From an optimization exercise on the open Yosys and OpenROAD flow, aimed at small area, a short achievable clock period and few clock cycles per item; shortcuts taken in it are not production practice. Function was not checked in any run shown here: the RTL went through the layout flow alone. No activity file was given, so power comes from the tool's default toggle rates.

==> flow/design.v, too long to show whole: its modules and the start of the top module <==
// module iter_multiplier: 1189 lines
module iter_multiplier (
    input  logic        clk,
    input  logic        rst_n,
    input  logic        mul_start,
    input  logic [63:0] a,
    input  logic [63:0] b,
    input  logic [1:0]  op,
    input  logic        word,
    input  logic        next,
    output logic [63:0] mul_result,
    output logic        mul_ok,
    output logic        busy
);
  // ...
==> flow/flow/run.sh <==
#!/bin/bash
set -e
export BUFFER_PORTS_ARGS="-buffer_cell sky130_fd_sc_hd__buf_2"
bash standard.sh > standard.log 2>&1
==> flow/standard.sh <==
#!/bin/bash
# synth_recipe.tcl (not shown) runs the flow's synth.tcl, then flattens the netlist and writes it again
# the make line also repeats each setting of config.mk as NAME=value (left out here)
make -C /OpenROAD-flow-scripts/flow DESIGN_CONFIG=/design/flow/config.mk WORK_HOME=/design/flow/orfs CLKGATE_MAP_FILE= SYNTH_SCRIPT=/design/flow/synth_recipe.tcl "${@:-finish}"
==> flow/config.mk <==
export PLATFORM = sky130hd
export DESIGN_NAME = iter_multiplier
export DESIGN_NICKNAME = iter_multiplier
export VERILOG_FILES = /design/flow/design.v
export SDC_FILE = /design/flow/constraint.sdc
export NUM_CORES = 4
export LEC_CHECK = 0
export CAP_MARGIN = 20
export CORE_MARGIN = 2
export CORE_UTILIZATION = 40
export CTS_CLUSTER_DIAMETER = 60
export CTS_CLUSTER_SIZE = 24
export SETUP_SLACK_MARGIN = 4.5
export SLEW_MARGIN = 20
==> flow/constraint.sdc <==
create_clock -name core_clock -period 7.5 [get_ports {clk}]
set_input_delay 1.5000 -clock core_clock [delete_from_list [all_inputs] [get_ports {clk}]]
set_output_delay 1.5000 -clock core_clock [all_outputs]
set_load 0.01 [all_outputs]
==> reports/results.txt, run 1 <==
Synth Register Bits -> 311
Final WS setup -> 4.19 ns
Area of the multi-input gates -> 16100 sq um
Met2 Wirelength -> 37200 um
Crit path buffers/inverters -> 1
Crit path depth -> 12
Global-route wire length before repair -> 122000 um
Tap Count -> 782
CTS root buffer -> clkbuf_16
Mapped Area -> 24400 sq um
Die area -> 63000 sq um
Clock slew seen by the registers of the worst setup and hold paths -> 0.09 ns
I/O pin count -> 201
Worst reg2reg path depth -> 12
WHS Path Cells -> 0
Row Count -> 90
Non-CTS buffers -> 287
Gr ovfl total -> 0
Seq pwr -> 2.64 mW
Layout cells sized above 1 -> 20.1%
Wl on met1 -> 33500 um
Post-synthesis async set-or-reset flop share -> 0.965%
Synth Flop Type -> dfxtp_1
TritonCTS sink count -> 311
Mapped Cells -> 2362
Sw frac -> 46.0%
Hold Crit Class -> reg -> reg
Fmax -> 0.302 GHz
Power share of the clock group -> 15.9%
Slowest CP cell -> nor4_4
CTS H-tree depth -> 2
Status -> no timing/DRC/antenna violations
==> run 2: changes to the inputs <==
--- a/flow/design.v
+++ b/flow/design.v
@@ -6,28 +6,27 @@
     input  logic [63:0] b,
     input  logic [1:0]  op,
     input  logic        word,
     input  logic        next,
     output logic [63:0] mul_result,
     output logic        mul_ok,
     output logic        busy
 );
-    logic        busy_q, fix_q, ok_q;
+    logic        busy_q, fix_q, inc_q, ok_q;
     logic [63:0] a_q, b_q;
     logic        a64_q, b64_q;
     logic [66:0] s_q, c_q;
     logic        cy_q;
-    logic [7:0]  lo_s_q, lo_c_q;
     logic [3:0]  one_q, two_q, neg_q;       
     logic [3:0]  one_h_q, two_h_q, neg_h_q;  
     logic [2:0]  cnt_q;
     logic        word_q, fixop_q;
     wire idle = !busy_q && !ok_q;
-    wire calc = busy_q && !fix_q;
+    wire calc = busy_q && !fix_q && !inc_q;
     wire a_sgn_in = (op != 2'b11);
     wire b_sgn_in = !op[1];
     wire a64_in   = a_sgn_in & a[63];
     function automatic logic [2:0] benc(input logic x2, input logic x1, input logic x0);
         benc[0] = x1 ^ x0;                                   
         benc[1] = (x2 & ~x1 & ~x0) | (~x2 & x1 & x0);        
         benc[2] = x2;                                        
     endfunction
@@ -182,28 +181,32 @@
     wire fs58 = s_q[65] ^ c_q[65];
     wire fc58 = s_q[65] & c_q[65];
     wire fs59, fc59;
     assign {fc59, fs59} = {1'b0, 1'b1} + {1'b0, s_q[66]} + {1'b0, c_q[66]};
     wire fs60 = s_q[3] ^ c_q[3];
     wire fc60 = s_q[3] & c_q[3];
     wire fs61 = s_q[4] ^ c_q[4];
     wire fc61 = s_q[4] & c_q[4];
-    wire fs62, fc62;
-    assign {fc62, fs62} = {1'b0, s_q[5]} + {1'b0, c_q[5]} + {1'b0, neg_q[2]};
+    wire fx62 = s_q[5] ^ c_q[5];
+    wire fs62 = fx62 ^ neg_q[2];
+    wire fc62 = fx62 ? neg_q[2] : s_q[5];
     wire fs63 = e0[4] ^ e1[2];
     wire fc63 = e0[4] & e1[2];
-    wire fs64, fc64;
-    assign {fc64, fs64} = {1'b0, s_q[6]} + {1'b0, c_q[6]} + {1'b0, e0[5]};
+    wire fx64 = s_q[6] ^ c_q[6];
+    wire fs64 = fx64 ^ e0[5];
+    wire fc64 = fx64 ? e0[5] : s_q[6];
     wire fs65 = e1[3] ^ e2[1];
     wire fc65 = e1[3] & e2[1];
-    wire fs66, fc66;
-    assign {fc66, fs66} = {1'b0, neg_q[3]} + {1'b0, fs0} + {1'b0, e0[6]};
-    wire fs67, fc67;
-    assign {fc67, fs67} = {1'b0, e1[4]} + {1'b0, e2[2]} + {1'b0, e3[0]};
+    wire fx66 = neg_q[3] ^ fs0;
+    wire fs66 = fx66 ^ e0[6];
+    wire fc66 = fx66 ? e0[6] : neg_q[3];
+    wire fx67 = e1[4] ^ e2[2];
+    wire fs67 = fx67 ^ e3[0];
+    wire fc67 = fx67 ? e3[0] : e1[4];
     wire fs68, fc68;
     assign {fc68, fs68} = {1'b0, fc0} + {1'b0, fs1} + {1'b0, e0[7]};
     wire fs69, fc69;
     assign {fc69, fs69} = {1'b0, e1[5]} + {1'b0, e2[3]} + {1'b0, e3[1]};
     wire fs70, fc70;
     assign {fc70, fs70} = {1'b0, fc1} + {1'b0, fs2} + {1'b0, e0[8]};
     wire fs71, fc71;
     assign {fc71, fs71} = {1'b0, e1[6]} + {1'b0, e2[4]} + {1'b0, e3[2]};
@@ -440,26 +443,31 @@
     wire fs187 = e2[62] ^ e3[60];
     wire fc187 = e2[62] & e3[60];
     wire fs188, fc188;
     assign {fc188, fs188} = {1'b0, 1'b1} + {1'b0, e1[65]} + {1'b0, e2[63]};
     wire fs189 = s_q[1] ^ c_q[1];
     wire fc189 = s_q[1] & c_q[1];
     wire fs190 = s_q[2] ^ c_q[2];
     wire fc190 = s_q[2] & c_q[2];
-    wire fs191, fc191;
-    assign {fc191, fs191} = {1'b0, neg_q[1]} + {1'b0, fs60} + {1'b0, e0[2]};
-    wire fs192, fc192;
-    assign {fc192, fs192} = {1'b0, fc60} + {1'b0, fs61} + {1'b0, e0[3]};
-    wire fs193, fc193;
-    assign {fc193, fs193} = {1'b0, fc61} + {1'b0, fs62} + {1'b0, e2[0]};
-    wire fs194, fc194;
-    assign {fc194, fs194} = {1'b0, fc62} + {1'b0, fc63} + {1'b0, fs65};
-    wire fs195, fc195;
-    assign {fc195, fs195} = {1'b0, fc65} + {1'b0, fc64} + {1'b0, fs66};
+    wire fx191 = neg_q[1] ^ fs60;
+    wire fs191 = fx191 ^ e0[2];
+    wire fc191 = fx191 ? e0[2] : neg_q[1];
+    wire fx192 = fc60 ^ fs61;
+    wire fs192 = fx192 ^ e0[3];
+    wire fc192 = fx192 ? e0[3] : fc60;
+    wire fx193 = fc61 ^ fs62;
+    wire fs193 = fx193 ^ e2[0];
+    wire fc193 = fx193 ? e2[0] : fc61;
+    wire fx194 = fc62 ^ fc63;
+    wire fs194 = fx194 ^ fs65;
+    wire fc194 = fx194 ? fs65 : fc62;
+    wire fx195 = fc65 ^ fc64;
+    wire fs195 = fx195 ^ fs66;
+    wire fc195 = fx195 ? fs66 : fc65;
     wire fs196, fc196;
     assign {fc196, fs196} = {1'b0, fc66} + {1'b0, fc67} + {1'b0, fs68};
     wire fs197, fc197;
     assign {fc197, fs197} = {1'b0, fc68} + {1'b0, fc69} + {1'b0, fs70};
     wire fs198, fc198;
     assign {fc198, fs198} = {1'b0, fc70} + {1'b0, fc71} + {1'b0, fs72};
     wire fs199, fc199;
     assign {fc199, fs199} = {1'b0, fc72} + {1'b0, fc73} + {1'b0, fs74};
@@ -576,165 +584,173 @@
     wire fs255, fc255;
     assign {fc255, fs255} = {1'b0, fs187} + {1'b0, fc184} + {1'b0, fc185};
     wire fs256, fc256;
     assign {fc256, fs256} = {1'b0, e3[61]} + {1'b0, fc187} + {1'b0, fc186};
     wire fs257, fc257;
     assign {fc257, fs257} = {1'b0, e1[66]} + {1'b0, e2[64]} + {1'b0, e3[62]};
     wire fs258 = 1'b1 ^ e2[65];
     wire fc258 = 1'b1 & e2[65];
-    wire fs259 = neg_q[0] ^ fs189;
-    wire fc259 = neg_q[0] & fs189;
-    wire fs260, fc260;
-    assign {fc260, fs260} = {1'b0, fc189} + {1'b0, fs190} + {1'b0, e0[1]};
-    wire fs261, fc261;
-    assign {fc261, fs261} = {1'b0, fc190} + {1'b0, e1[0]} + {1'b0, fs191};
-    wire fs262, fc262;
-    assign {fc262, fs262} = {1'b0, e1[1]} + {1'b0, fc191} + {1'b0, fs192};
-    wire fs263, fc263;
-    assign {fc263, fs263} = {1'b0, fs63} + {1'b0, fc192} + {1'b0, fs193};
-    wire fs264, fc264;
-    assign {fc264, fs264} = {1'b0, fc193} + {1'b0, fs64} + {1'b0, fs194};
-    wire fs265, fc265;
-    assign {fc265, fs265} = {1'b0, fs67} + {1'b0, fc194} + {1'b0, fs195};
-    wire fs266, fc266;
-    assign {fc266, fs266} = {1'b0, fs69} + {1'b0, fc195} + {1'b0, fs196};
+    wire fs259 = s_q[0] ^ c_q[0];
+    wire fc259 = s_q[0] & c_q[0];
+    wire fx260 = neg_q[0] ^ fs189;
+    wire fs260 = fx260 ^ e0[0];
+    wire fc260 = fx260 ? e0[0] : neg_q[0];
+    wire fx261 = fc189 ^ fs190;
+    wire fs261 = fx261 ^ e0[1];
+    wire fc261 = fx261 ? e0[1] : fc189;
+    wire fx262 = fc190 ^ e1[0];
+    wire fs262 = fx262 ^ fs191;
+    wire fc262 = fx262 ? fs191 : fc190;
+    wire fx263 = e1[1] ^ fc191;
+    wire fs263 = fx263 ^ fs192;
+    wire fc263 = fx263 ? fs192 : e1[1];
+    wire fx264 = fs63 ^ fc192;
+    wire fs264 = fx264 ^ fs193;
+    wire fc264 = fx264 ? fs193 : fs63;
+    wire fx265 = fc193 ^ fs64;
+    wire fs265 = fx265 ^ fs194;
+    wire fc265 = fx265 ? fs194 : fc193;
+    wire fx266 = fs67 ^ fc194;
+    wire fs266 = fx266 ^ fs195;
+    wire fc266 = fx266 ? fs195 : fs67;
     wire fs267, fc267;
-    assign {fc267, fs267} = {1'b0, fs71} + {1'b0, fc196} + {1'b0, fs197};
+    assign {fc267, fs267} = {1'b0, fs69} + {1'b0, fc195} + {1'b0, fs196};
     wire fs268, fc268;
-    assign {fc268, fs268} = {1'b0, fs73} + {1'b0, fc197} + {1'b0, fs198};
+    assign {fc268, fs268} = {1'b0, fs71} + {1'b0, fc196} + {1'b0, fs197};
     wire fs269, fc269;
-    assign {fc269, fs269} = {1'b0, fs75} + {1'b0, fc198} + {1'b0, fs199};
+    assign {fc269, fs269} = {1'b0, fs73} + {1'b0, fc197} + {1'b0, fs198};
     wire fs270, fc270;
-    assign {fc270, fs270} = {1'b0, fs77} + {1'b0, fc199} + {1'b0, fs200};
+    assign {fc270, fs270} = {1'b0, fs75} + {1'b0, fc198} + {1'b0, fs199};
     wire fs271, fc271;
-    assign {fc271, fs271} = {1'b0, fs79} + {1'b0, fc200} + {1'b0, fs201};
+    assign {fc271, fs271} = {1'b0, fs77} + {1'b0, fc199} + {1'b0, fs200};
     wire fs272, fc272;
-    assign {fc272, fs272} = {1'b0, fs81} + {1'b0, fc201} + {1'b0, fs202};
+    assign {fc272, fs272} = {1'b0, fs79} + {1'b0, fc200} + {1'b0, fs201};
     wire fs273, fc273;
-    assign {fc273, fs273} = {1'b0, fs83} + {1'b0, fc202} + {1'b0, fs203};
+    assign {fc273, fs273} = {1'b0, fs81} + {1'b0, fc201} + {1'b0, fs202};
     wire fs274, fc274;
-    assign {fc274, fs274} = {1'b0, fs85} + {1'b0, fc203} + {1'b0, fs204};
+    assign {fc274, fs274} = {1'b0, fs83} + {1'b0, fc202} + {1'b0, fs203};
     wire fs275, fc275;
-    assign {fc275, fs275} = {1'b0, fs87} + {1'b0, fc204} + {1'b0, fs205};
+    assign {fc275, fs275} = {1'b0, fs85} + {1'b0, fc203} + {1'b0, fs204};
     wire fs276, fc276;
-    assign {fc276, fs276} = {1'b0, fs89} + {1'b0, fc205} + {1'b0, fs206};
+    assign {fc276, fs276} = {1'b0, fs87} + {1'b0, fc204} + {1'b0, fs205};
     wire fs277, fc277;
-    assign {fc277, fs277} = {1'b0, fs91} + {1'b0, fc206} + {1'b0, fs207};
+    assign {fc277, fs277} = {1'b0, fs89} + {1'b0, fc205} + {1'b0, fs206};
     wire fs278, fc278;
-    assign {fc278, fs278} = {1'b0, fs93} + {1'b0, fc207} + {1'b0, fs208};
+    assign {fc278, fs278} = {1'b0, fs91} + {1'b0, fc206} + {1'b0, fs207};
     wire fs279, fc279;
-    assign {fc279, fs279} = {1'b0, fs95} + {1'b0, fc208} + {1'b0, fs209};
+    assign {fc279, fs279} = {1'b0, fs93} + {1'b0, fc207} + {1'b0, fs208};
     wire fs280, fc280;
-    assign {fc280, fs280} = {1'b0, fs97} + {1'b0, fc209} + {1'b0, fs210};
+    assign {fc280, fs280} = {1'b0, fs95} + {1'b0, fc208} + {1'b0, fs209};
     wire fs281, fc281;
-    assign {fc281, fs281} = {1'b0, fs99} + {1'b0, fc210} + {1'b0, fs211};
+    assign {fc281, fs281} = {1'b0, fs97} + {1'b0, fc209} + {1'b0, fs210};
     wire fs282, fc282;
-    assign {fc282, fs282} = {1'b0, fs101} + {1'b0, fc211} + {1'b0, fs212};
+    assign {fc282, fs282} = {1'b0, fs99} + {1'b0, fc210} + {1'b0, fs211};
     wire fs283, fc283;
-    assign {fc283, fs283} = {1'b0, fs103} + {1'b0, fc212} + {1'b0, fs213};
+    assign {fc283, fs283} = {1'b0, fs101} + {1'b0, fc211} + {1'b0, fs212};
     wire fs284, fc284;
-    assign {fc284, fs284} = {1'b0, fs105} + {1'b0, fc213} + {1'b0, fs214};
+    assign {fc284, fs284} = {1'b0, fs103} + {1'b0, fc212} + {1'b0, fs213};
     wire fs285, fc285;
-    assign {fc285, fs285} = {1'b0, fs107} + {1'b0, fc214} + {1'b0, fs215};
+    assign {fc285, fs285} = {1'b0, fs105} + {1'b0, fc213} + {1'b0, fs214};
     wire fs286, fc286;
-    assign {fc286, fs286} = {1'b0, fs109} + {1'b0, fc215} + {1'b0, fs216};
+    assign {fc286, fs286} = {1'b0, fs107} + {1'b0, fc214} + {1'b0, fs215};
     wire fs287, fc287;
-    assign {fc287, fs287} = {1'b0, fs111} + {1'b0, fc216} + {1'b0, fs217};
+    assign {fc287, fs287} = {1'b0, fs109} + {1'b0, fc215} + {1'b0, fs216};
     wire fs288, fc288;
-    assign {fc288, fs288} = {1'b0, fs113} + {1'b0, fc217} + {1'b0, fs218};
+    assign {fc288, fs288} = {1'b0, fs111} + {1'b0, fc216} + {1'b0, fs217};
     wire fs289, fc289;
-    assign {fc289, fs289} = {1'b0, fs115} + {1'b0, fc218} + {1'b0, fs219};
+    assign {fc289, fs289} = {1'b0, fs113} + {1'b0, fc217} + {1'b0, fs218};
     wire fs290, fc290;
-    assign {fc290, fs290} = {1'b0, fs117} + {1'b0, fc219} + {1'b0, fs220};
+    assign {fc290, fs290} = {1'b0, fs115} + {1'b0, fc218} + {1'b0, fs219};
     wire fs291, fc291;
-    assign {fc291, fs291} = {1'b0, fs119} + {1'b0, fc220} + {1'b0, fs221};
+    assign {fc291, fs291} = {1'b0, fs117} + {1'b0, fc219} + {1'b0, fs220};
     wire fs292, fc292;
-    assign {fc292, fs292} = {1'b0, fs121} + {1'b0, fc221} + {1'b0, fs222};
+    assign {fc292, fs292} = {1'b0, fs119} + {1'b0, fc220} + {1'b0, fs221};
     wire fs293, fc293;
-    assign {fc293, fs293} = {1'b0, fs123} + {1'b0, fc222} + {1'b0, fs223};
+    assign {fc293, fs293} = {1'b0, fs121} + {1'b0, fc221} + {1'b0, fs222};
     wire fs294, fc294;
-    assign {fc294, fs294} = {1'b0, fs125} + {1'b0, fc223} + {1'b0, fs224};
+    assign {fc294, fs294} = {1'b0, fs123} + {1'b0, fc222} + {1'b0, fs223};
     wire fs295, fc295;
-    assign {fc295, fs295} = {1'b0, fs127} + {1'b0, fc224} + {1'b0, fs225};
+    assign {fc295, fs295} = {1'b0, fs125} + {1'b0, fc223} + {1'b0, fs224};
     wire fs296, fc296;
-    assign {fc296, fs296} = {1'b0, fs129} + {1'b0, fc225} + {1'b0, fs226};
+    assign {fc296, fs296} = {1'b0, fs127} + {1'b0, fc224} + {1'b0, fs225};
     wire fs297, fc297;
-    assign {fc297, fs297} = {1'b0, fs131} + {1'b0, fc226} + {1'b0, fs227};
+    assign {fc297, fs297} = {1'b0, fs129} + {1'b0, fc225} + {1'b0, fs226};
     wire fs298, fc298;
-    assign {fc298, fs298} = {1'b0, fs133} + {1'b0, fc227} + {1'b0, fs228};
+    assign {fc298, fs298} = {1'b0, fs131} + {1'b0, fc226} + {1'b0, fs227};
     wire fs299, fc299;
-    assign {fc299, fs299} = {1'b0, fs135} + {1'b0, fc228} + {1'b0, fs229};
+    assign {fc299, fs299} = {1'b0, fs133} + {1'b0, fc227} + {1'b0, fs228};
     wire fs300, fc300;
-    assign {fc300, fs300} = {1'b0, fs137} + {1'b0, fc229} + {1'b0, fs230};
+    assign {fc300, fs300} = {1'b0, fs135} + {1'b0, fc228} + {1'b0, fs229};
     wire fs301, fc301;
-    assign {fc301, fs301} = {1'b0, fs139} + {1'b0, fc230} + {1'b0, fs231};
+    assign {fc301, fs301} = {1'b0, fs137} + {1'b0, fc229} + {1'b0, fs230};
     wire fs302, fc302;
-    assign {fc302, fs302} = {1'b0, fs141} + {1'b0, fc231} + {1'b0, fs232};
+    assign {fc302, fs302} = {1'b0, fs139} + {1'b0, fc230} + {1'b0, fs231};
     wire fs303, fc303;
-    assign {fc303, fs303} = {1'b0, fs143} + {1'b0, fc232} + {1'b0, fs233};
+    assign {fc303, fs303} = {1'b0, fs141} + {1'b0, fc231} + {1'b0, fs232};
     wire fs304, fc304;
-    assign {fc304, fs304} = {1'b0, fs145} + {1'b0, fc233} + {1'b0, fs234};
+    assign {fc304, fs304} = {1'b0, fs143} + {1'b0, fc232} + {1'b0, fs233};
     wire fs305, fc305;
-    assign {fc305, fs305} = {1'b0, fs147} + {1'b0, fc234} + {1'b0, fs235};
+    assign {fc305, fs305} = {1'b0, fs145} + {1'b0, fc233} + {1'b0, fs234};
     wire fs306, fc306;
-    assign {fc306, fs306} = {1'b0, fs149} + {1'b0, fc235} + {1'b0, fs236};
+    assign {fc306, fs306} = {1'b0, fs147} + {1'b0, fc234} + {1'b0, fs235};
     wire fs307, fc307;
-    assign {fc307, fs307} = {1'b0, fs151} + {1'b0, fc236} + {1'b0, fs237};
+    assign {fc307, fs307} = {1'b0, fs149} + {1'b0, fc235} + {1'b0, fs236};
     wire fs308, fc308;
-    assign {fc308, fs308} = {1'b0, fs153} + {1'b0, fc237} + {1'b0, fs238};
+    assign {fc308, fs308} = {1'b0, fs151} + {1'b0, fc236} + {1'b0, fs237};
     wire fs309, fc309;
-    assign {fc309, fs309} = {1'b0, fs155} + {1'b0, fc238} + {1'b0, fs239};
+    assign {fc309, fs309} = {1'b0, fs153} + {1'b0, fc237} + {1'b0, fs238};
     wire fs310, fc310;
-    assign {fc310, fs310} = {1'b0, fs157} + {1'b0, fc239} + {1'b0, fs240};
+    assign {fc310, fs310} = {1'b0, fs155} + {1'b0, fc238} + {1'b0, fs239};
     wire fs311, fc311;
-    assign {fc311, fs311} = {1'b0, fs159} + {1'b0, fc240} + {1'b0, fs241};
+    assign {fc311, fs311} = {1'b0, fs157} + {1'b0, fc239} + {1'b0, fs240};
     wire fs312, fc312;
-    assign {fc312, fs312} = {1'b0, fs161} + {1'b0, fc241} + {1'b0, fs242};
+    assign {fc312, fs312} = {1'b0, fs159} + {1'b0, fc240} + {1'b0, fs241};
     wire fs313, fc313;
-    assign {fc313, fs313} = {1'b0, fs163} + {1'b0, fc242} + {1'b0, fs243};
+    assign {fc313, fs313} = {1'b0, fs161} + {1'b0, fc241} + {1'b0, fs242};
     wire fs314, fc314;
-    assign {fc314, fs314} = {1'b0, fs165} + {1'b0, fc243} + {1'b0, fs244};
+    assign {fc314, fs314} = {1'b0, fs163} + {1'b0, fc242} + {1'b0, fs243};
     wire fs315, fc315;
-    assign {fc315, fs315} = {1'b0, fs167} + {1'b0, fc244} + {1'b0, fs245};
+    assign {fc315, fs315} = {1'b0, fs165} + {1'b0, fc243} + {1'b0, fs244};
     wire fs316, fc316;
-    assign {fc316, fs316} = {1'b0, fs169} + {1'b0, fc245} + {1'b0, fs246};
+    assign {fc316, fs316} = {1'b0, fs167} + {1'b0, fc244} + {1'b0, fs245};
     wire fs317, fc317;
-    assign {fc317, fs317} = {1'b0, fs171} + {1'b0, fc246} + {1'b0, fs247};
+    assign {fc317, fs317} = {1'b0, fs169} + {1'b0, fc245} + {1'b0, fs246};
     wire fs318, fc318;
-    assign {fc318, fs318} = {1'b0, fs173} + {1'b0, fc247} + {1'b0, fs248};
+    assign {fc318, fs318} = {1'b0, fs171} + {1'b0, fc246} + {1'b0, fs247};
     wire fs319, fc319;
-    assign {fc319, fs319} = {1'b0, fs175} + {1'b0, fc248} + {1'b0, fs249};
+    assign {fc319, fs319} = {1'b0, fs173} + {1'b0, fc247} + {1'b0, fs248};
     wire fs320, fc320;
-    assign {fc320, fs320} = {1'b0, fs177} + {1'b0, fc249} + {1'b0, fs250};
+    assign {fc320, fs320} = {1'b0, fs175} + {1'b0, fc248} + {1'b0, fs249};
     wire fs321, fc321;
-    assign {fc321, fs321} = {1'b0, fs179} + {1'b0, fc250} + {1'b0, fs251};
+    assign {fc321, fs321} = {1'b0, fs177} + {1'b0, fc249} + {1'b0, fs250};
     wire fs322, fc322;
-    assign {fc322, fs322} = {1'b0, fs181} + {1'b0, fc251} + {1'b0, fs252};
+    assign {fc322, fs322} = {1'b0, fs179} + {1'b0, fc250} + {1'b0, fs251};
     wire fs323, fc323;
-    assign {fc323, fs323} = {1'b0, fs183} + {1'b0, fc252} + {1'b0, fs253};
+    assign {fc323, fs323} = {1'b0, fs181} + {1'b0, fc251} + {1'b0, fs252};
     wire fs324, fc324;
-    assign {fc324, fs324} = {1'b0, fs185} + {1'b0, fc253} + {1'b0, fs254};
+    assign {fc324, fs324} = {1'b0, fs183} + {1'b0, fc252} + {1'b0, fs253};
     wire fs325, fc325;
-    assign {fc325, fs325} = {1'b0, fs186} + {1'b0, fc254} + {1'b0, fs255};
+    assign {fc325, fs325} = {1'b0, fs185} + {1'b0, fc253} + {1'b0, fs254};
     wire fs326, fc326;
-    assign {fc326, fs326} = {1'b0, fs188} + {1'b0, fc255} + {1'b0, fs256};
+    assign {fc326, fs326} = {1'b0, fs186} + {1'b0, fc254} + {1'b0, fs255};
     wire fs327, fc327;
-    assign {fc327, fs327} = {1'b0, fc188} + {1'b0, fs257} + {1'b0, fc256};
+    assign {fc327, fs327} = {1'b0, fs188} + {1'b0, fc255} + {1'b0, fs256};
     wire fs328, fc328;
-    assign {fc328, fs328} = {1'b0, e3[63]} + {1'b0, fs258} + {1'b0, fc257};
+    assign {fc328, fs328} = {1'b0, fc188} + {1'b0, fs257} + {1'b0, fc256};
     wire fs329, fc329;
-    assign {fc329, fs329} = {1'b0, e2[66]} + {1'b0, e3[64]} + {1'b0, fc258};
-    wire fs330 = 1'b1 ^ e3[65];
-    wire fc330 = 1'b1 & e3[65];
-    assign ts = {1'b0, e3[66], fs330, fs329, fs328, fc326, fc325, fc324, fc323, fc322, fc321, fc320, fc319, fc318, fc317, fc316, fc315, fc314, fc313, fc312, fc311, fc310, fc309, fc308, fc307, fc306, fc305, fc304, fc303, fc302, fc301, fc300, fc299, fc298, fc297, fc296, fc295, fc294, fc293, fc292, fc291, fc290, fc289, fc288, fc287, fc286, fc285, fc284, fc283, fc282, fc281, fc280, fc279, fc278, fc277, fc276, fc275, fc274, fc273, fc272, fc271, fc270, fc269, fc268, fc267, fc266, fc265, fc264, fc263, fc262, fc261, fc260, fc259, fs259, s_q[0]};
-    assign tc = {1'b0, fc330, fc329, fc328, fc327, fs327, fs326, fs325, fs324, fs323, fs322, fs321, fs320, fs319, fs318, fs317, fs316, fs315, fs314, fs313, fs312, fs311, fs310, fs309, fs308, fs307, fs306, fs305, fs304, fs303, fs302, fs301, fs300, fs299, fs298, fs297, fs296, fs295, fs294, fs293, fs292, fs291, fs290, fs289, fs288, fs287, fs286, fs285, fs284, fs283, fs282, fs281, fs280, fs279, fs278, fs277, fs276, fs275, fs274, fs273, fs272, fs271, fs270, fs269, fs268, fs267, fs266, fs265, fs264, fs263, fs262, fs261, fs260, e0[0], c_q[0]};
-    wire [9:0]  low10 = {1'b0, lo_s_q, 1'b1} + {1'b0, lo_c_q, cy_q};
-    wire [8:0]  low9  = low10[9:1];
-    wire        c8 = low9[8];
+    assign {fc329, fs329} = {1'b0, e3[63]} + {1'b0, fs258} + {1'b0, fc257};
+    wire fs330, fc330;
+    assign {fc330, fs330} = {1'b0, e2[66]} + {1'b0, e3[64]} + {1'b0, fc258};
+    wire fs331 = 1'b1 ^ e3[65];
+    wire fc331 = 1'b1 & e3[65];
+    assign ts = {1'b0, e3[66], fs331, fs330, fs329, fc327, fc326, fc325, fc324, fc323, fc322, fc321, fc320, fc319, fc318, fc317, fc316, fc315, fc314, fc313, fc312, fc311, fc310, fc309, fc308, fc307, fc306, fc305, fc304, fc303, fc302, fc301, fc300, fc299, fc298, fc297, fc296, fc295, fc294, fc293, fc292, fc291, fc290, fc289, fc288, fc287, fc286, fc285, fc284, fc283, fc282, fc281, fc280, fc279, fc278, fc277, fc276, fc275, fc274, fc273, fc272, fc271, fc270, fc269, fc268, fc267, fc266, fc265, fc264, fc263, fc262, fc261, fc260, fc259, cy_q};
+    assign tc = {1'b0, fc331, fc330, fc329, fc328, fs328, fs327, fs326, fs325, fs324, fs323, fs322, fs321, fs320, fs319, fs318, fs317, fs316, fs315, fs314, fs313, fs312, fs311, fs310, fs309, fs308, fs307, fs306, fs305, fs304, fs303, fs302, fs301, fs300, fs299, fs298, fs297, fs296, fs295, fs294, fs293, fs292, fs291, fs290, fs289, fs288, fs287, fs286, fs285, fs284, fs283, fs282, fs281, fs280, fs279, fs278, fs277, fs276, fs275, fs274, fs273, fs272, fs271, fs270, fs269, fs268, fs267, fs266, fs265, fs264, fs263, fs262, fs261, fs260, fs259};
+    wire [8:0]  low9  = {1'b0, ts[7:0]} + {1'b0, tc[7:0]};
+    wire        c8 = cy_q;
     wire [31:0] hlp = s_q[31:0] ^ c_q[31:0];
     wire [31:0] hlg = s_q[31:0] & c_q[31:0];
     wire hlg0_1 = hlg[1] | (hlp[1] & hlg[0]);
     wire hlp0_1 = hlp[1] & hlp[0];
     wire hlg0_3 = hlg[3] | (hlp[3] & hlg[2]);
     wire hlp0_3 = hlp[3] & hlp[2];
     wire hlg0_5 = hlg[5] | (hlp[5] & hlg[4]);
     wire hlp0_5 = hlp[5] & hlp[4];
@@ -922,17 +938,16 @@
     assign hlc[26] = hlg4_25 | (hlp4_25 & c8);
     assign hlc[27] = hlg4_26 | (hlp4_26 & c8);
     assign hlc[28] = hlg4_27 | (hlp4_27 & c8);
     assign hlc[29] = hlg4_28 | (hlp4_28 & c8);
     assign hlc[30] = hlg4_29 | (hlp4_29 & c8);
     assign hlc[31] = hlg4_30 | (hlp4_30 & c8);
     assign hlc[32] = hlg4_31 | (hlp4_31 & c8);
     wire [31:0] hl = hlp ^ hlc[31:0];
-    wire c32 = hlc[32];
     wire [31:0] hhp = s_q[63:32] ^ c_q[63:32];
     wire [31:0] hhg = s_q[63:32] & c_q[63:32];
     wire hhg0_1 = hhg[1] | (hhp[1] & hhg[0]);
     wire hhp0_1 = hhp[1] & hhp[0];
     wire hhg0_3 = hhg[3] | (hhp[3] & hhg[2]);
     wire hhp0_3 = hhp[3] & hhp[2];
     wire hhg0_5 = hhg[5] | (hhp[5] & hhg[4]);
     wire hhp0_5 = hhp[5] & hhp[4];
@@ -1086,59 +1101,61 @@
     wire hhp4_28 = hhp3_28 & hhp3_15;
     wire hhg4_29 = hhg3_29 | (hhp3_29 & hhg3_15);
     wire hhp4_29 = hhp3_29 & hhp3_15;
     wire hhg4_30 = hhg3_30 | (hhp3_30 & hhg3_15);
     wire hhp4_30 = hhp3_30 & hhp3_15;
     wire hhg4_31 = hhg3_31 | (hhp3_31 & hhg3_15);
     wire hhp4_31 = hhp3_31 & hhp3_15;
     wire [32:0] hhc;
-    assign hhc[0] = c32;
-    assign hhc[1] = hhg[0] | (hhp[0] & c32);
-    assign hhc[2] = hhg0_1 | (hhp0_1 & c32);
-    assign hhc[3] = hhg1_2 | (hhp1_2 & c32);
-    assign hhc[4] = hhg1_3 | (hhp1_3 & c32);
-    assign hhc[5] = hhg2_4 | (hhp2_4 & c32);
-    assign hhc[6] = hhg2_5 | (hhp2_5 & c32);
-    assign hhc[7] = hhg2_6 | (hhp2_6 & c32);
-    assign hhc[8] = hhg2_7 | (hhp2_7 & c32);
-    assign hhc[9] = hhg3_8 | (hhp3_8 & c32);
-    assign hhc[10] = hhg3_9 | (hhp3_9 & c32);
-    assign hhc[11] = hhg3_10 | (hhp3_10 & c32);
-    assign hhc[12] = hhg3_11 | (hhp3_11 & c32);
-    assign hhc[13] = hhg3_12 | (hhp3_12 & c32);
-    assign hhc[14] = hhg3_13 | (hhp3_13 & c32);
-    assign hhc[15] = hhg3_14 | (hhp3_14 & c32);
-    assign hhc[16] = hhg3_15 | (hhp3_15 & c32);
-    assign hhc[17] = hhg4_16 | (hhp4_16 & c32);
-    assign hhc[18] = hhg4_17 | (hhp4_17 & c32);
-    assign hhc[19] = hhg4_18 | (hhp4_18 & c32);
-    assign hhc[20] = hhg4_19 | (hhp4_19 & c32);
-    assign hhc[21] = hhg4_20 | (hhp4_20 & c32);
-    assign hhc[22] = hhg4_21 | (hhp4_21 & c32);
-    assign hhc[23] = hhg4_22 | (hhp4_22 & c32);
-    assign hhc[24] = hhg4_23 | (hhp4_23 & c32);
-    assign hhc[25] = hhg4_24 | (hhp4_24 & c32);
-    assign hhc[26] = hhg4_25 | (hhp4_25 & c32);
-    assign hhc[27] = hhg4_26 | (hhp4_26 & c32);
-    assign hhc[28] = hhg4_27 | (hhp4_27 & c32);
-    assign hhc[29] = hhg4_28 | (hhp4_28 & c32);
-    assign hhc[30] = hhg4_29 | (hhp4_29 & c32);
-    assign hhc[31] = hhg4_30 | (hhp4_30 & c32);
-    assign hhc[32] = hhg4_31 | (hhp4_31 & c32);
+    assign hhc[0] = 1'b0;
+    assign hhc[1] = hhg[0];
+    assign hhc[2] = hhg0_1;
+    assign hhc[3] = hhg1_2;
+    assign hhc[4] = hhg1_3;
+    assign hhc[5] = hhg2_4;
+    assign hhc[6] = hhg2_5;
+    assign hhc[7] = hhg2_6;
+    assign hhc[8] = hhg2_7;
+    assign hhc[9] = hhg3_8;
+    assign hhc[10] = hhg3_9;
+    assign hhc[11] = hhg3_10;
+    assign hhc[12] = hhg3_11;
+    assign hhc[13] = hhg3_12;
+    assign hhc[14] = hhg3_13;
+    assign hhc[15] = hhg3_14;
+    assign hhc[16] = hhg3_15;
+    assign hhc[17] = hhg4_16;
+    assign hhc[18] = hhg4_17;
+    assign hhc[19] = hhg4_18;
+    assign hhc[20] = hhg4_19;
+    assign hhc[21] = hhg4_20;
+    assign hhc[22] = hhg4_21;
+    assign hhc[23] = hhg4_22;
+    assign hhc[24] = hhg4_23;
+    assign hhc[25] = hhg4_24;
+    assign hhc[26] = hhg4_25;
+    assign hhc[27] = hhg4_26;
+    assign hhc[28] = hhg4_27;
+    assign hhc[29] = hhg4_28;
+    assign hhc[30] = hhg4_29;
+    assign hhc[31] = hhg4_30;
+    assign hhc[32] = hhg4_31;
     wire [31:0] hh = hhp ^ hhc[31:0];
+    wire c32 = hlc[32];
     logic [63:0] b_d, b_e, b_sh;
     always_comb begin
         b_e = b_q;
         if (idle) b_e = b;
+        else if (inc_q) b_e[63:32] = b_q[63:32] + 32'd1;
+        else if (fix_q) b_e[63:32] = {32{b_q[31]}};    
         b_sh = {low9[7:0], b_q[63:8]};
         if (word_q) b_sh[31:24] = low9[7:0];
-        if (word_q && fix_q) b_sh[63:32] = {32{low9[7]}};
         if (fix_q && fixop_q) b_d = {hh, hl};
-        else if (busy_q) b_d = b_sh;
+        else if (calc) b_d = b_sh;
         else b_d = b_e;
     end
     wire last = word_q ? (cnt_q == 3'd3) : (cnt_q == 3'd7);
     always_ff @(posedge clk) begin
         b_q <= b_d;
         if (idle) begin
             a_q     <= a;
             a64_q   <= a64_in;
@@ -1147,43 +1164,58 @@
             c_q     <= {(b[0] & !a64_in) ? 3'b011 : 3'b100, 64'b0};
             cy_q    <= b[0];
             cnt_q   <= 3'd0;
             word_q  <= word;
             fixop_q <= !word && (op != 2'b00);
         end else begin
             s_q    <= ts[74:8];
             c_q    <= tc[74:8];
-            if (cnt_q != 3'd0 || fix_q) cy_q <= low9[8];
+            if (calc) cy_q <= low9[8];
             cnt_q <= cnt_q + 3'd1;
         end
-        lo_s_q <= ts[7:0];    
-        lo_c_q <= tc[7:0];
         one_q <= one_d;
         two_q <= two_d;
         neg_q <= neg_d;
         one_h_q <= (calc && last) ? 4'b0 : one_d;
         two_h_q <= (calc && last) ? 4'b0 : two_d;
         neg_h_q <= (calc && last) ? 4'b0 : neg_d;
     end
     always_ff @(posedge clk or negedge rst_n) begin
         if (!rst_n) begin
             busy_q <= 1'b0;
             fix_q  <= 1'b0;
+            inc_q  <= 1'b0;
             ok_q   <= 1'b0;
         end else if (next) begin
             busy_q <= 1'b0;
             fix_q  <= 1'b0;
+            inc_q  <= 1'b0;
             ok_q   <= 1'b0;
         end else if (idle) begin
             busy_q <= mul_start;
         end else if (calc) begin
-            if (last) fix_q <= 1'b1;
+            if (last) begin
+                if (word_q || fixop_q) begin
+                    fix_q <= 1'b1;
+                end else begin
+                    busy_q <= 1'b0;
+                    ok_q   <= 1'b1;
+                end
+            end
         end else if (fix_q) begin
-            fix_q  <= 1'b0;
+            fix_q <= 1'b0;
+            if (fixop_q && c32) begin
+                inc_q <= 1'b1;
+            end else begin
+                busy_q <= 1'b0;
+                ok_q   <= 1'b1;
+            end
+        end else if (inc_q) begin
+            inc_q  <= 1'b0;
             busy_q <= 1'b0;
             ok_q   <= 1'b1;
         end
     end
     assign mul_result = b_q;
     assign mul_ok     = ok_q;
     assign busy       = busy_q;
 endmodule
==> flow/config.mk (replaced) <==
export PLATFORM = sky130hd
export DESIGN_NAME = iter_multiplier
export DESIGN_NICKNAME = iter_multiplier
export VERILOG_FILES = /design/flow/design.v
export SDC_FILE = /design/flow/constraint.sdc
export NUM_CORES = 4
export LEC_CHECK = 0
export CAP_MARGIN = 20
export CORE_MARGIN = 2
export CORE_UTILIZATION = 40
export SETUP_SLACK_MARGIN = 4.5
export SLEW_MARGIN = 20
==> reports/results.txt, run 2 <==
Drt pass-1 iters -> 6 (unchanged)
Initial antenna violation count -> 10 (was 1)
DRT antenna net count -> 0 (unchanged)
Max transition margin -> 23.8% (was 35.8%)
Post-synthesis mux area share -> 0.814% (was 1.42%)
Row Count -> 91 (was 90)
Max VDD drop -> 254 uV (was 190 uV)
Max Cap Violations -> 0 (unchanged)
Post-synthesis async set-or-reset flop share -> 1.35% (was 0.965%)
Setup TNS -> 0 ns (unchanged)
Mapped Cells -> 2509 (was 2362)
I/O pin count -> 201 (unchanged)
Largest regs -> c_q x67, s_q x65 (unchanged)
Top cells by count, synth -> a22oi_1 (259), fa_1 (251), xor2_1 (235) (was fa_1 (262), a22oi_1 (257), xor2_1 (206))
Initial Utilization -> 40.4% (about the same)
Unrepaired setup endpoints after global routing -> true (unchanged)
Synth Flop Type -> dfxtp_1 (unchanged)
Setup Viol. Count Final -> 0 (unchanged)
CP Launch Type -> register (unchanged)
TritonCTS clock tree -> yes (unchanged)
Largest family of logic cells by synthesized area -> adder cells (unchanged)
Number of synthesized flops with an enable pin -> 133 (unchanged)
Commonest non-fill, non-tap cell in the layout -> a22oi_1 (was fa_1)
Synth Register Bits -> 296 (was 311)
Cells taking the most area after synthesis -> fa_1 (20%), edfxtp_1 (16%), dfxtp_1 (13%) (was fa_1 (21%), edfxtp_1 (16%), dfxtp_1 (14%))
Mapped Area -> 24900 sq um (was 24400 sq um)
Fin. max-slew vios -> 0 (unchanged)
Final Core Density -> 45.7% (was 47.4%)
Yosys warns -> 1 (unchanged)
Period minus WS final -> 3.26 ns (was 3.31 ns)
Top-area cell type share of the netlist area -> 20.2% (was 21.5%)
Routed WL -> 79700 um (was 81100 um)
Die width -> 253 um (was 251 um)
DR WL/cell -> 23.2 um (was 24.7 um)
Skew-Pair Late Insertion Delay -> 0.57 ns (was 0.59 ns)
Port bufs -> 200 (unchanged)
Net Count, Synth -> 2976 (was 2841)
WP data arrival -> 3.56 ns (was 3.65 ns)
Post-Synth Adder-Cell Area -> 24.6% (was 25.7%)
Nets -> 3037 (was 2953)
Yosys cell types -> 71 (was 74)
CTS Buf Count -> 38 (was 37)
Detailed-route DRC error count -> 0 (unchanged)
Vias/cell -> 5.74 (was 5.89)
Final GP Congestion -> 0.911 (was 0.961)
Max reg flops -> 67 (unchanged)
Fmax -> 0.306 GHz (was 0.302 GHz)
Cell taking the most area after synthesis -> fa_1 (unchanged)
Largest Register -> c_q (unchanged)
CTS H-tree depth -> 2 (unchanged)
Layout cells sized above 1 -> 15.3% (was 20.1%)
Hold Vio Cnt, Final -> 0 (unchanged)
Post-Synth XOR/XNOR Area -> 13.0% (was 11.6%)
Status -> no timing/DRC/antenna violations (unchanged)
Largest net degree at the start of global routing -> 100 (was 92)
Area grow syn2layout -> 13.2% (was 17.2%)
Worst Path Max Fanout -> 4 (was 7)
GRT Util Overall -> 24.6% (was 25.3%)
Gr ovfl total -> 0 (unchanged)
Leakage power -> 11.2 nW (about the same)
Kind of critical path -> reg -> reg (unchanged)
Die Ht -> 253 um (was 251 um)
Syn Area/Cell -> 9.92 sq um (was 10.3 sq um)
Power Dens Cells -> 539 nW/um^2 (was 437 nW/um^2)
Post-synthesis compound-gate area fraction -> 17.0% (was 17.1%)
Count leader, synth -> a22oi_1 (was fa_1)
Vias -> 19700 (was 19300)
CP Capture Type -> register (unchanged)
Final period utilization -> 43.5% (was 44.1%)
Max clock buf depth -> 3 (unchanged)
TritonCTS sink count -> 296 (was 311)
Tightest Pin Transition -> 1.14 ns (was 0.963 ns)
Hold Crit Class -> reg -> reg (unchanged)
Core area -> 61600 sq um (was 60400 sq um)
Required time worst endpoint -> 7.80 ns (was 7.84 ns)
Vias in the first global route -> 19700 (was 19900)
Global-route wire length before repair -> 121000 um (was 122000 um)
Sequential share of the synthesized area -> 29.2% (was 31.0%)
Post-Synth Simple-Gate Area -> 9.05% (was 6.92%)
1st-iter DRT viols -> 2154 (was 1926)
Clk_skew -> 0.0194 ns (was 0.0398 ns)
CTS root buffer -> clkbuf_16 (unchanged)
Post-DP HPWL -> 57000 um (was 56900 um)
Die area -> 64200 sq um (was 63000 sq um)
Clock slew seen by the registers of the worst setup and hold paths -> 0.06 ns (was 0.09 ns)
Commonest non-fill, non-tap cells in the layout -> a22oi_1 (253), fa_1 (250), xor2_1 (233), buf_2 (200), inv_1 (165) (was fa_1 (261), a22oi_1 (257), xor2_1 (204), buf_2 (200), inv_1 (180))
## run 2: changes by cell type after synthesis, moves of 16 or more
| cell | before | now |
|---|---|---|
| a21oi_1 | 76 | 94 |
| inv_1 | 182 | 165 |
| xor2_1 | 206 | 235 |
| xnor2_1 | 116 | 135 |
| nor2_1 | 115 | 152 |
| dfxtp_1 | 175 | 159 |
| o22ai_1 | 21 | 4 |
| nand2_1 | 72 | 114 |
## run 2: final timing paths
kind / slack, ns / depth (start not counted) / to / from
min in group asynchronous: 0.75 / 1 / fix_q$_DFFE_PN0P_ / rst_n
worst min-delay path: 0.45 / 1 / cnt_q[0]$_SDFF_PP0_ / cnt_q[0]$_SDFF_PP0_
worst min register to register: 0.45 / 1 / cnt_q[0]$_SDFF_PP0_ / cnt_q[0]$_SDFF_PP0_
max in group asynchronous: 6.63 / 1 / ok_q$_DFFE_PN0P_ / rst_n
worst max register to register: 4.24 / 13 / b_q[30]$_DFFE_PP_ / a_q[1]$_DFFE_PP_
worst max-delay path: 4.24 / 13 / b_q[30]$_DFFE_PP_ / a_q[1]$_DFFE_PP_
## run 2: cells by family after synthesis
| logic type | Yosys count |
|---|---|
| mux | 20 |
| compound gates | 634 |
| simple gates | 452 |
| flops | 296 |
| buf+inv | 397 |
| fa+ha+maj | 340 |
| xor+xnor | 370 |
## run 2: area by class of cell
cell class | count | area (sq um)
multi-input combinational | 1816 | 16400
inverter | 167 | 653
antenna | 3 | 7.51
fill | 5753 | 33400
clock inverter | 17 | 161
sequential | 296 | 7310
tap | 837 | 1050
clock buffer | 52 | 1080
timing repair buffer | 251 | 1540
## run 2: what timing repair did
item | 4_1_cts | 5_1_grt
cloned | 0 | 1
pin swaps | 5 | 23
setup buffers | 8 | 14
hold buffers | 0 | 0
setup endpoints to repair | 159 | 136
resized for setup | 35 | 55
## run 2: power by group
part	switching [mW]	internal (mW)
clock network	0.761	1.11
logic	5.90	4.58
registers	0.545	2.28
total	7.21	7.97
## run 2: per-stage QoR
step           std cells  cell area (sq um)  setup WS [ns]  total power [mW]  hold WS, ns
2_1_floorplan       2509              25000           4.50              9.78        0.417
3_3_place_gp        3343              26300           3.56              12.5        0.429
3_5_place_dp        3343              26300           3.64              12.7        0.438
4_1_cts             3420              27800           4.23              14.8        0.450
5_1_grt             3436              28200           4.05              16.7        0.473
6_report            3439              28200           4.24              15.2        0.449
## run 2: critical path: stages (launching register included)
cell,delay [ns]
edfxtp_1,0.46
buf_4,0.19
a22oi_2,0.16
xnor2_2,0.12
maj3_1,0.40
maj3_1,0.39
ha_4,0.33
o21ai_2,0.06
a21oi_2,0.15
a211oi_2,0.06
mux2i_1,0.18
a211oi_2,0.11
a311oi_1,0.29
nand3_1,0.11
## run 2: layer usage
metal	track usage, %	routed length, um
met2	37.7	35600
met1	35.4	34900
met5	0	95
met3	5.14	7150
met4	6.27	1900
==> run 3: changes to the inputs <==
--- a/flow/config.mk
+++ b/flow/config.mk
@@ -8,5 +8,5 @@
 export CAP_MARGIN = 20
 export CORE_MARGIN = 2
 export CORE_UTILIZATION = 40
-export SETUP_SLACK_MARGIN = 4.5
+export SETUP_SLACK_MARGIN = 4.6
 export SLEW_MARGIN = 20
==> reports/results.txt, run 3 <==
Largest net degree at the start of global routing -> 80 (was 100)
Number of synthesized flops with an enable pin -> 133 (unchanged)
Syn Area/Cell -> 9.92 sq um (unchanged)
Slowest CP cell -> edfxtp_1 (unchanged)
Clk_skew -> 0.0370 ns (was 0.0194 ns)
Critical-path cell list -> buf_4 > a22oi_2 > xnor2_2 > xnor2_2 > nor2_1 > a21oi_1 > nor2_1 > a21oi_1 > ha_2 > nor2_1 > a21oi_2 > a211oi_2 > mux2i_1 > a211oi_2 > a311oi_1 > nand3_1 (was buf_4 > a22oi_2 > xnor2_2 > maj3_1 > maj3_1 > ha_4 > o21ai_2 > a21oi_2 > a211oi_2 > mux2i_1 > a211oi_2 > a311oi_1 > nand3_1)
Power share of the clock group -> 12.0% (was 12.3%)
Vias in the first global route -> 20000 (was 19700)
Unrepaired setup endpoints after global routing -> true (unchanged)
Cells taking the most area after synthesis -> fa_1 (20%), edfxtp_1 (16%), dfxtp_1 (13%) (unchanged)
Row Count -> 91 (unchanged)
Required time worst endpoint -> 7.79 ns (was 7.80 ns)
Worst path top cell family by delay -> compound AO/OA/AOI/OAI gates (was adder cells)
Vias/cell -> 5.81 (was 5.74)
DR WL/cell -> 23.4 um (was 23.2 um)
Layout cells sized above 1 -> 18.6% (was 15.3%)
Area grow syn2layout -> 15.9% (was 13.2%)
Yosys cell types -> 71 (unchanged)
Largest Register -> c_q (unchanged)
Hold Vio Cnt, Final -> 0 (unchanged)
Max transition margin -> 44.0% (was 23.8%)
Power Internal -> 8.20 mW (was 7.97 mW)
CP Launch Type -> register (unchanged)
Post-synthesis async set-or-reset flop share -> 1.35% (unchanged)
NetSw -> 7.41 mW (was 7.21 mW)
Detailed-route DRC error count -> 0 (unchanged)
Max Cap Violations -> 0 (unchanged)
Die area -> 64200 sq um (unchanged)
Nets -> 3073 (was 3037)
Leakage power -> 11.5 nW (was 11.2 nW)
Setup TNS -> 0 ns (unchanged)
Finished Cell Area -> 28800 sq um (was 28200 sq um)
TritonCTS sink count -> 296 (unchanged)
Max clock buf depth -> 3 (unchanged)
Largest regs -> c_q x67, s_q x65 (unchanged)
Status -> no timing/DRC/antenna violations (unchanged)
Vias -> 20200 (was 19700)
Max VDD drop -> 378 uV (was 254 uV)
Fmax -> 0.310 GHz (was 0.306 GHz)
Synth Register Bits -> 296 (unchanged)
Final period utilization -> 43.0% (was 43.5%)
R2R Setup Slk -> 4.27 ns (was 4.24 ns)
Mapped Cells -> 2509 (unchanged)
Kind of critical path -> reg -> reg (unchanged)
Drt pass-1 iters -> 6 (unchanged)
Commonest non-fill, non-tap cells in the layout -> fa_1 (248), a22oi_1 (242), xor2_1 (229), buf_2 (200), inv_1 (165) (was a22oi_1 (253), fa_1 (250), xor2_1 (233), buf_2 (200), inv_1 (165))
Fin. max-slew vios -> 0 (unchanged)
Net Count, Synth -> 2976 (unchanged)
Max reg flops -> 67 (unchanged)
Count leader, synth -> a22oi_1 (unchanged)
Top-area cell type share of the netlist area -> 20.2% (unchanged)
Power Dens Cells -> 541 nW/um^2 (was 539 nW/um^2)
Seq pwr share -> 18.1% (was 18.6%)
Max incr delay on CP -> 0.51 ns (was 0.46 ns)
Worst Path Max Fanout -> 6 (was 4)
Initial Utilization -> 40.4% (unchanged)
Initial antenna violation count -> 11 (was 10)
Final GP Congestion -> 0.939 (was 0.911)
TritonCTS clock tree -> yes (unchanged)
Setup Viol. Count Final -> 0 (unchanged)
Global-route wire length before repair -> 122000 um (was 121000 um)
Top cells by count, synth -> a22oi_1 (259), fa_1 (251), xor2_1 (235) (unchanged)
CP Capture Type -> register (unchanged)
CTS H-tree depth -> 2 (unchanged)
Synth Flop Type -> dfxtp_1 (unchanged)
Crit path buffers/inverters -> 1 (unchanged)
WP data arrival -> 3.52 ns (was 3.56 ns)
Cell taking the most area after synthesis -> fa_1 (unchanged)
Most frequent CP cell -> nor2_1
GRT Util Overall -> 24.8% (was 24.6%)
Fill cells -> 5706 (was 5753)
Post-DP HPWL -> 57100 um (was 57000 um)
Sw frac -> 47.5% (about the same)
Gr ovfl total -> 0 (unchanged)
Yosys warns -> 1 (unchanged)
Port bufs -> 200 (unchanged)
Comb power frac -> 69.9% (was 69.1%)
1st-iter DRT viols -> 2531 (was 2154)
Commonest non-fill, non-tap cell in the layout -> fa_1 (was a22oi_1)
Period minus WS final -> 3.23 ns (was 3.26 ns)
CTS Buf Count -> 38 (unchanged)
Tightest Pin Transition -> 0.837 ns (was 1.14 ns)
Die Ht -> 253 um (unchanged)
Hold Crit Class -> reg -> reg (unchanged)
Sequential share of the synthesized area -> 29.2% (unchanged)
Mapped Area -> 24900 sq um (unchanged)
DRT antenna net count -> 0 (unchanged)
Skew-Pair Late Insertion Delay -> 0.56 ns (was 0.57 ns)
Core area -> 61600 sq um (unchanged)
CTS root buffer -> clkbuf_16 (unchanged)
Placed cell area -> 26300 sq um (about the same)
I/O pin count -> 201 (unchanged)
Die width -> 253 um (unchanged)
Cts hold-fix bufs -> 0 (unchanged)
Clock slew seen by the registers of the worst setup and hold paths -> 0.06 ns (about the same)
Routed WL -> 81200 um (was 79700 um)
## run 3: cell count changes in the layout (fill, tap and decap cells not counted), sizes merged
cell	change
inv	+3
clkbuf	-5
clkinv	-1
buf	+33
bufbuf	+1
diode	+1
clkinvlp	+4
## run 3: area by class of cell
type / instances / area [sq um] / share of cell area, %
inverter: 167 / 643 / 2.23
multi-input combinational: 1816 / 16600 / 57.7
antenna: 4 / 10.0 / 0.0347
sequential: 296 / 7320 / 25.4
clock inverter: 22 / 215 / 0.746
tap: 837 / 1050 / 3.63
timing repair buffer: 286 / 1900 / 6.59
timing repair inverter: 1 / 8.76 / 0.0304
clock buffer: 46 / 1050 / 3.65
## run 3: final timing paths
kind                                  endpoint  cells past startpoint           startpoint
max                          b_q[30]$_DFFE_PP_                     16     a_q[1]$_DFFE_PP_
min                        cnt_q[0]$_SDFF_PP0_                      1  cnt_q[0]$_SDFF_PP0_
max reg2reg                  b_q[30]$_DFFE_PP_                     16     a_q[1]$_DFFE_PP_
min reg2reg                cnt_q[0]$_SDFF_PP0_                      1  cnt_q[0]$_SDFF_PP0_
max in group asynchronous    inc_q$_DFFE_PN0P_                      1                rst_n
min in group asynchronous   busy_q$_DFFE_PN0P_                      1                rst_n
## run 3: what timing repair did
action                     in CTS  in global routing
gates cloned                    2                  2
setup endpoints to repair     248                150
buffers inserted               23                 32
pin swaps                      27                 63
gates resized for setup        79                 91
## run 3: power by group through the flow
| stage | logic, mW | clock network [mW] | registers [mW] |
|---|---|---|---|
| final | 10.9 | 1.87 | 2.83 |
| after global routing | 12.2 | 1.97 | 2.86 |
| after CTS | 10.5 | 1.90 | 2.82 |
| after detailed placement | 9.86 | 0 | 2.87 |
| after global placement | 9.72 | 0 | 2.88 |
| after floorplan | 7.26 | 0 | 2.55 |
## run 3: stage by stage
| step | power (mW) | setup WS (ns) | utilization, % | instances | hold slack, ns |
|---|---|---|---|---|---|
| CTS | 15.2 | 4.30 | 45.7 | 3437 | 0.488 |
| finish | 15.6 | 4.27 | 46.8 | 3475 | 0.482 |
| global route | 17.0 | 4.17 | 46.8 | 3471 | 0.498 |
| floorplan | 9.80 | 4.54 | - | 2509 | 0.417 |
| global placement | 12.6 | 3.59 | 42.7 | 3343 | 0.430 |
| detailed placement | 12.7 | 3.70 | 42.7 | 3344 | 0.441 |
## run 3: layer usage
layer / vias up / GRT usage [%] / part of all wire (%)
met5: - / 0 / 0.074
met4: 10 / 6.15 / 2.7
met3: 161 / 5.00 / 10
met2: 1101 / 38.2 / 45
met1: 10100 / 35.6 / 42
li1: 8858 / - / -
## run 3: logic make-up (layout without fill, tap and decap cells)
logic type               after synthesis  count (layout)  share of synthesized area [%]
other                                  0               4                              0
XOR/XNOR                             370             370                           13.0
AND/OR/NAND/NOR                      452             452                           9.05
buffers and inverters                397             522                           6.25
multiplexers                          20              20                          0.814
AO/OA/AOI/OAI                        634             634                           17.0
adder cells (fa/ha/maj)              340             340                           24.6
flip-flops                           296             296                           29.2
## run 3: worst register-to-register path, cell delays in order, from the launching register on
cell	delay, ns
edfxtp_1	0.51
buf_4	0.19
a22oi_2	0.18
xnor2_2	0.13
xnor2_2	0.26
nor2_1	0.07
a21oi_1	0.15
nor2_1	0.07
a21oi_1	0.17
ha_2	0.28
nor2_1	0.08
a21oi_2	0.18
a211oi_2	0.06
mux2i_1	0.20
a211oi_2	0.11
a311oi_1	0.23
nand3_1	0.10

-- what the ideal ports hide --
The results above use ideal ports. As a check the final layouts listed here were re-extracted and re-timed, cells and wires unchanged. Step 1, drivers: a clkbuf_16 drives clk and a buf_2 each remaining input, both assumed. Step 2 also shifts input and output timing later by t, the mid clock arrival at the registers, as if the neighbouring blocks saw the same clock. Three values: ideal, step 1, step 2; two values: the first two.
run	t, ns	setup slack, ns	latest minus earliest clock arrival (ns)	worst register clock-pin slew, ns	worst data-port slew with drivers (ns)
run 1	0.633	4.192 / 4.192 / 4.192	0.041 / 0.042	0.09 / 0.09	0.07
run 2	0.617	4.237 / 4.237 / 4.220	0.019 / 0.019	0.06 / 0.06	0.07
run 3	0.603	4.275 / 4.275 / 4.177	0.037 / 0.037	0.07 / 0.07	0.09
After both steps setup and hold are still met in every run listed. For run 3, which loses most, drivers alone change the setup slack by 0.000 ns; drivers and shift together by -0.098 ns.
